From an optimization exercise on the open Yosys and OpenROAD flow, aimed at small area and a short achievable clock period; shortcuts taken in it are not production practice.
In this exercise RTL edits were held to simulation tests only and were not proved equivalent to the original.
Power is estimated from default activity; no workload was simulated. No driver is modelled on the clock port, so clocking that relies on it looks cheaper here than on a real chip.

==> inputs of build 59 <==
==> flow/design.v <==
package sa_pkg;
    localparam int SA_ROW   = 9;
    localparam int SA_WIDTH = 9;
    localparam int SA_DEPTH = 16;
    typedef enum logic [1:0] {
        IDLE  = 2'd0,
        PRE   = 2'd1,
        DATA  = 2'd2,
        FLUSH = 2'd3
    } state_t;
    function automatic int cnt_width(input int n);
        cnt_width = (n > 1) ? $clog2(n) : 1;
    endfunction
endpackage
module sync_fifo
#(
    parameter int WIDTH = sa_pkg::SA_WIDTH,
    parameter int DEPTH = sa_pkg::SA_DEPTH
) (
    input  logic             i_clk,
    input  logic             i_rst_n,
    input  logic             push,
    input  logic             pop,
    input  logic [WIDTH-1:0] wdata,
    output logic [WIDTH-1:0] rdata,
    output logic             empty,
    output logic             full,
    output logic             full_d
);
    localparam int PW = $clog2(DEPTH);
    localparam int CW = PW + 1;
    logic [WIDTH-1:0] mem [DEPTH];
    logic [PW-1:0]    wr_ptr_q;
    logic [PW-1:0]    rd_ptr_q;
    logic [CW-1:0]    count_q;
    logic [WIDTH-1:0] rdata_q;
    logic             empty_q, full_q, empty_d;
    logic             pop_ok, one, almost;
    assign pop_ok = pop & ~empty_q;
    assign one    = (count_q == CW'(1));
    assign almost = (count_q == CW'(DEPTH - 1));
    assign empty_d = push ? 1'b0 : (empty_q | (one & pop_ok));
    assign full_d  = pop_ok ? 1'b0 : (full_q | (almost & push));
    assign rdata = rdata_q;
    assign empty = empty_q;
    assign full  = full_q;
    always_ff @(posedge i_clk or negedge i_rst_n) begin
        if (!i_rst_n) begin
            wr_ptr_q <= '0;
            rd_ptr_q <= '0;
            count_q  <= '0;
            rdata_q  <= '0;
            empty_q  <= 1'b1;
            full_q   <= 1'b0;
        end else begin
            empty_q <= empty_d;
            full_q  <= full_d;
            if (push != pop_ok) count_q <= push ? count_q + CW'(1) : count_q - CW'(1);
            if (push) wr_ptr_q <= wr_ptr_q + PW'(1);
            if (pop_ok) begin
                rd_ptr_q <= rd_ptr_q + PW'(1);
                rdata_q  <= mem[rd_ptr_q];
            end
        end
    end
    always_ff @(posedge i_clk) begin
        if (push) begin
            mem[wr_ptr_q] <= wdata;
        end
    end
endmodule
module row_skew_fifo_bank
#(
    parameter int ROW   = sa_pkg::SA_ROW,
    parameter int WIDTH = sa_pkg::SA_WIDTH,
    parameter int DEPTH = sa_pkg::SA_DEPTH
) (
    input  logic                 i_clk,
    input  logic                 i_rst_n,
    input  logic                 i_valid,
    input  logic                 i_last,
    input  logic [ROW*WIDTH-1:0] i_data,
    output logic                 o_ready,
    input  logic [ROW-1:0]       i_read_enable,
    output logic [ROW-1:0]       o_fifo_empty,
    output logic [ROW*WIDTH-1:0] o_data,
    output logic                 o_busy
);
    localparam int KW = sa_pkg::cnt_width(ROW);
    sa_pkg::state_t             state_q, state_d;
    logic [KW-1:0]              k_q, k_d;
    logic [ROW-1:0]             push, full, full_d, empty;
    logic [ROW-1:0][WIDTH-1:0]  wdata, rdata;
    logic                       stall_q, stall_d, ready_q, ready_d, busy_q, busy_d;
    logic                       k_last, accept;
    assign k_last = (int'(k_q) == ROW - 2);
    assign accept = ready_q & i_valid;
    always_comb begin
        state_d = state_q;
        k_d     = k_q;
        case (state_q)
            sa_pkg::IDLE: begin
                if (i_valid) begin
                    state_d = (ROW > 1) ? sa_pkg::PRE : sa_pkg::DATA;
                    k_d     = '0;
                end
            end
            sa_pkg::PRE: begin
                if (!stall_q) begin
                    if (k_last) begin
                        state_d = sa_pkg::DATA;
                        k_d     = '0;
                    end else begin
                        k_d = k_q + KW'(1);
                    end
                end
            end
            sa_pkg::DATA: begin
                if (accept && i_last) begin
                    state_d = (ROW > 1) ? sa_pkg::FLUSH : sa_pkg::IDLE;
                    k_d     = '0;
                end
            end
            sa_pkg::FLUSH: begin
                if (!stall_q) begin
                    if (k_last) begin
                        state_d = sa_pkg::IDLE;
                        k_d     = '0;
                    end else begin
                        k_d = k_q + KW'(1);
                    end
                end
            end
            default: begin
                state_d = sa_pkg::IDLE;
                k_d     = '0;
            end
        endcase
    end
    always_comb begin
        for (int r = 0; r < ROW; r++) begin
            push[r]  = 1'b0;
            wdata[r] = '0;
            case (state_q)
                sa_pkg::PRE:     push[r] = ~stall_q & (int'(k_q) >= ROW - 1 - r);
                sa_pkg::DATA: begin
                    push[r]  = accept;
                    wdata[r] = i_data[r*WIDTH +: WIDTH];
                end
                sa_pkg::FLUSH:   push[r] = ~stall_q & (int'(k_q) < ROW - 1 - r);
                default: push[r] = 1'b0;
            endcase
        end
    end
    assign stall_d = |full_d;
    assign ready_d = (state_d == sa_pkg::DATA) & ~stall_d;
    assign busy_d  = (state_d != sa_pkg::IDLE);
    always_ff @(posedge i_clk or negedge i_rst_n) begin
        if (!i_rst_n) begin
            state_q <= sa_pkg::IDLE;
            k_q     <= '0;
            stall_q <= 1'b0;
            ready_q <= 1'b0;
            busy_q  <= 1'b0;
        end else begin
            state_q <= state_d;
            k_q     <= k_d;
            stall_q <= stall_d;
            ready_q <= ready_d;
            busy_q  <= busy_d;
        end
    end
    for (genvar r = 0; r < ROW; r++) begin : g_row
        sync_fifo #(
            .WIDTH (WIDTH),
            .DEPTH (DEPTH)
        ) u_fifo (
            .i_clk   (i_clk),
            .i_rst_n (i_rst_n),
            .push    (push[r]),
            .pop     (i_read_enable[r]),
            .wdata   (wdata[r]),
            .rdata   (rdata[r]),
            .empty   (empty[r]),
            .full    (full[r]),
            .full_d  (full_d[r])
        );
    end
    assign o_ready      = ready_q;
    assign o_busy       = busy_q;
    assign o_fifo_empty = empty;
    assign o_data       = rdata;
endmodule
==> flow/run.sh <==
#!/bin/bash
# synth_recipe.tcl (not shown) runs the flow's synth.tcl, then flattens the netlist and writes it again
# the make line also repeats each setting of config.mk as NAME=value (left out here)
make -C /OpenROAD-flow-scripts/flow DESIGN_CONFIG=/design/flow/config.mk WORK_HOME=/design/flow/orfs CLKGATE_MAP_FILE= SYNTH_SCRIPT=/design/flow/synth_recipe.tcl finish
==> flow/config.mk <==
export PLATFORM = sky130hd
export DESIGN_NAME = row_skew_fifo_bank
export DESIGN_NICKNAME = row_skew_fifo_bank
export VERILOG_FILES = /design/flow/design.v
export SDC_FILE = /design/flow/constraint.sdc
export NUM_CORES = 4
export LEC_CHECK = 0
export CAP_MARGIN = 20
export CORE_MARGIN = 2
export CORE_UTILIZATION = 40
export SLEW_MARGIN = 20
==> flow/constraint.sdc <==
create_clock -name core_clock -period 5.5 [get_ports {i_clk}]
set_input_delay 1.1000 -clock core_clock [delete_from_list [all_inputs] [get_ports {i_clk}]]
set_output_delay 1.1000 -clock core_clock [all_outputs]
set_load 0.01 [all_outputs]
==> build 11: changes against build 59 <==
==> flow/design.v, changed modules only <==
module sync_fifo
#(
    parameter int WIDTH = sa_pkg::SA_WIDTH,
    parameter int DEPTH = sa_pkg::SA_DEPTH
) (
    input  logic             i_clk,
    input  logic             i_rst_n,
    input  logic             push,
    input  logic             pop,
    input  logic [WIDTH-1:0] wdata,
    output logic [WIDTH-1:0] rdata,
    output logic             empty,
    output logic             full,
    output logic             full_d
);
    localparam int CW = $clog2(DEPTH) + 1;
    logic [WIDTH-1:0] mem [DEPTH];
    logic [CW-1:0]    count_q;
    logic [WIDTH-1:0] rdata_q, rdata_d;
    logic             empty_q, full_q, empty_d;
    logic             pop_ok, one, almost;
    logic [DEPTH-1:0] rsel;
    assign pop_ok  = pop & ~empty_q;
    assign one     = (count_q == CW'(1));
    assign almost  = (count_q == CW'(DEPTH - 1));
    assign empty_d = push ? 1'b0 : (empty_q | (one & pop_ok));
    assign full_d  = pop_ok ? 1'b0 : (full_q | (almost & push));
    always_comb begin
        for (int e = 0; e < DEPTH; e++) rsel[e] = pop_ok & (count_q == CW'(e + 1));
        rdata_d = rdata_q & {WIDTH{~pop_ok}};
        for (int e = 0; e < DEPTH; e++) rdata_d = rdata_d | (mem[e] & {WIDTH{rsel[e]}});
    end
    assign rdata = rdata_q;
    assign empty = empty_q;
    assign full  = full_q;
    always_ff @(posedge i_clk or negedge i_rst_n) begin
        if (!i_rst_n) begin
            count_q <= '0;
            rdata_q <= '0;
            empty_q <= 1'b1;
            full_q  <= 1'b0;
        end else begin
            empty_q <= empty_d;
            full_q  <= full_d;
            rdata_q <= rdata_d;
            if (push != pop_ok) count_q <= push ? count_q + CW'(1) : count_q - CW'(1);
        end
    end
    always_ff @(posedge i_clk) begin
        if (push) begin
            mem[0] <= wdata;
            for (int e = 1; e < DEPTH; e++) mem[e] <= mem[e-1];
        end
    end
endmodule
==> flow/flow/run.sh (new file) <==
#!/bin/bash
set -e
export CTS_ARGS="-sink_clustering_enable -repair_clock_nets -dont_use_dummy_load -sink_clustering_size 30 -sink_clustering_max_diameter 120"
export BUFFER_PORTS_ARGS="-buffer_cell sky130_fd_sc_hd__buf_2"
bash standard.sh > standard.log 2>&1
==> flow/standard.sh (new file) <==
#!/bin/bash
# synth_recipe.tcl (not shown) runs the flow's synth.tcl, then flattens the netlist and writes it again
# the make line also repeats each setting of config.mk as NAME=value (left out here)
make -C /OpenROAD-flow-scripts/flow DESIGN_CONFIG=/design/flow/config.mk WORK_HOME=/design/flow/orfs CLKGATE_MAP_FILE= SYNTH_SCRIPT=/design/flow/synth_recipe.tcl "${@:-finish}"
--- a/flow/config.mk
+++ b/flow/config.mk
@@ -9,3 +9,4 @@
 export CORE_MARGIN = 2
-export CORE_UTILIZATION = 40
+export CORE_UTILIZATION = 60
+export SETUP_SLACK_MARGIN = 3.0
 export SLEW_MARGIN = 20
removed: flow/run.sh
==> trial 26: changes against build 59 <==
==> flow/design.v, changed modules only <==
module sync_fifo
#(
    parameter int WIDTH = sa_pkg::SA_WIDTH,
    parameter int DEPTH = sa_pkg::SA_DEPTH
) (
    input  logic             i_clk,
    input  logic             i_rst_n,
    input  logic             push,
    input  logic             pop,
    input  logic [WIDTH-1:0] wdata,
    output logic [WIDTH-1:0] rdata,
    output logic             empty,
    output logic             full,
    output logic             full_d
);
    localparam int CW = $clog2(DEPTH) + 1;
    logic [WIDTH-1:0] mem [DEPTH];
    logic [CW-1:0]    count_q;
    logic [WIDTH-1:0] rdata_q, rdata_d;
    logic             empty_q, full_q, empty_d;
    logic             pop_ok, one, almost;
    logic [DEPTH-1:0] rsel;
    assign pop_ok  = pop & ~empty_q;
    assign one     = (count_q == CW'(1));
    assign almost  = (count_q == CW'(DEPTH - 1));
    assign empty_d = push ? 1'b0 : (empty_q | (one & pop_ok));
    assign full_d  = pop_ok ? 1'b0 : (full_q | (almost & push));
    always_comb begin
        for (int e = 0; e < DEPTH; e++) rsel[e] = pop_ok & (count_q == CW'(e + 1));
        rdata_d = rdata_q & {WIDTH{~pop_ok}};
        for (int e = 0; e < DEPTH; e++) rdata_d = rdata_d | (mem[e] & {WIDTH{rsel[e]}});
    end
    assign rdata = rdata_q;
    assign empty = empty_q;
    assign full  = full_q;
    always_ff @(posedge i_clk or negedge i_rst_n) begin
        if (!i_rst_n) begin
            count_q <= '0;
            rdata_q <= '0;
            empty_q <= 1'b1;
            full_q  <= 1'b0;
        end else begin
            empty_q <= empty_d;
            full_q  <= full_d;
            rdata_q <= rdata_d;
            if (push != pop_ok) count_q <= push ? count_q + CW'(1) : count_q - CW'(1);
        end
    end
    always_ff @(posedge i_clk) begin
        if (push) begin
            mem[0] <= wdata;
            for (int e = 1; e < DEPTH; e++) mem[e] <= mem[e-1];
        end
    end
endmodule
--- a/flow/config.mk
+++ b/flow/config.mk
@@ -9,3 +9,4 @@
 export CORE_MARGIN = 2
-export CORE_UTILIZATION = 40
+export CORE_UTILIZATION = 60
+export SETUP_SLACK_MARGIN = 3.0
 export SLEW_MARGIN = 20
==> run_results.csv <==
group,metric,value,unit
finish,fillers,12600,
detailed_routing,vias_per_cell,5.288,
run_status,outcome,"timing/DRC/antenna clean",
worst_setup_path,regToRegStartpoint,"state_q[0]",
placed_design,gp_congestion,0.7842,
power,powerDensity,527.8,nW/um^2
sta,grt_setup_unrepaired,"no",
power,pg_clk,0.0110,W
finish,fin_util,46.61,%
worst_setup_path,path_class,"in -> reg",
yosys,async_flop_share,14.79,%
yosys,yosysWarningCount,2,
cts,clkTransAtPathRegs,60,ps
finish,fin_area,70800,sq um
# the run above: build 59

==> run_results.csv <==
group,metric,value,unit
power,pg_clk,0.00951,W
sta,finalClockSkew,27.73,ps
detailed_routing,vias_per_cell,6.628,
finish,fillers,5901,
cts,clkTransAtPathRegs,60,ps
run_status,outcome,"timing/DRC/antenna clean",
sta,grt_setup_unrepaired,"yes",
worst_setup_path,path_class,"reg -> out",
power,powerDensity,456.3,nW/um^2
placed_design,gp_congestion,0.8592,
yosys,yosysWarningCount,3,
# the run above: trial 26

==> run_results.csv <==
group,metric,value,unit
run_status,outcome,"timing/DRC/antenna clean",
worst_setup_path,critPathBufInv,1,
cts,clkTransAtPathRegs,110,ps
finish,fillers,6327,
yosys,syn_area,55150,sq um
finish,fin_area,60930,sq um
placed_design,gp_congestion,0.8407,
cts,numCtsBuffers,54,
global_route,first_global_vias,31840,
worst_setup_path,regToRegStartpoint,"state_q[0]",
worst_setup_path,path_class,"reg -> out",
power,pg_clk,0.00486,W
yosys,async_flop_share,10.56,%
yosys,yosysWarningCount,3,
finish,largest_reg_flops,1296,
finish,fin_util,66.68,%
# the run above: build 11

-- afterwards: timing with drivers on the ports --
The flow's constraints put no driver on any port. The routed layouts listed below were extracted and timed again, unchanged, in two steps. Step 1 (the two cells are an assumption about what drives the block):
set clk [get_ports {i_clk}]
set_driving_cell -lib_cell sky130_fd_sc_hd__clkbuf_16 $clk
set_driving_cell -lib_cell sky130_fd_sc_hd__buf_2 [delete_from_list [all_inputs] $clk]
Step 2 adds t to the input delays and takes it off the output delays; t is the mean of the earliest and latest rising clock arrival at the registers after step 1. Input paths then give back, and output paths get back, about the clock's delay inside the block. a / b / c = ideal / step 1 / step 2; a / b = the first two.
run | t (ns) | setup slack, ns | worst setup path after step 2 | slew at the worst register clock pin (ns) | worst slew at a driven data input, ns
build 59 | 0.867 | 2.019 / 1.893 / 1.027 | input to register | 0.06 / 0.06 | 0.20
build 11 | 0.746 | 2.955 / 2.882 / 2.175 | input to register | 0.12 / 0.12 | 0.14
trial 26 | 0.811 | 2.907 / 2.830 / 2.065 | input to register | 0.07 / 0.07 | 0.14
After both steps setup and hold are still met in every run listed. For build 59, which loses most, drivers alone change the setup slack by -0.126 ns; drivers and shift together by -0.992 ns.
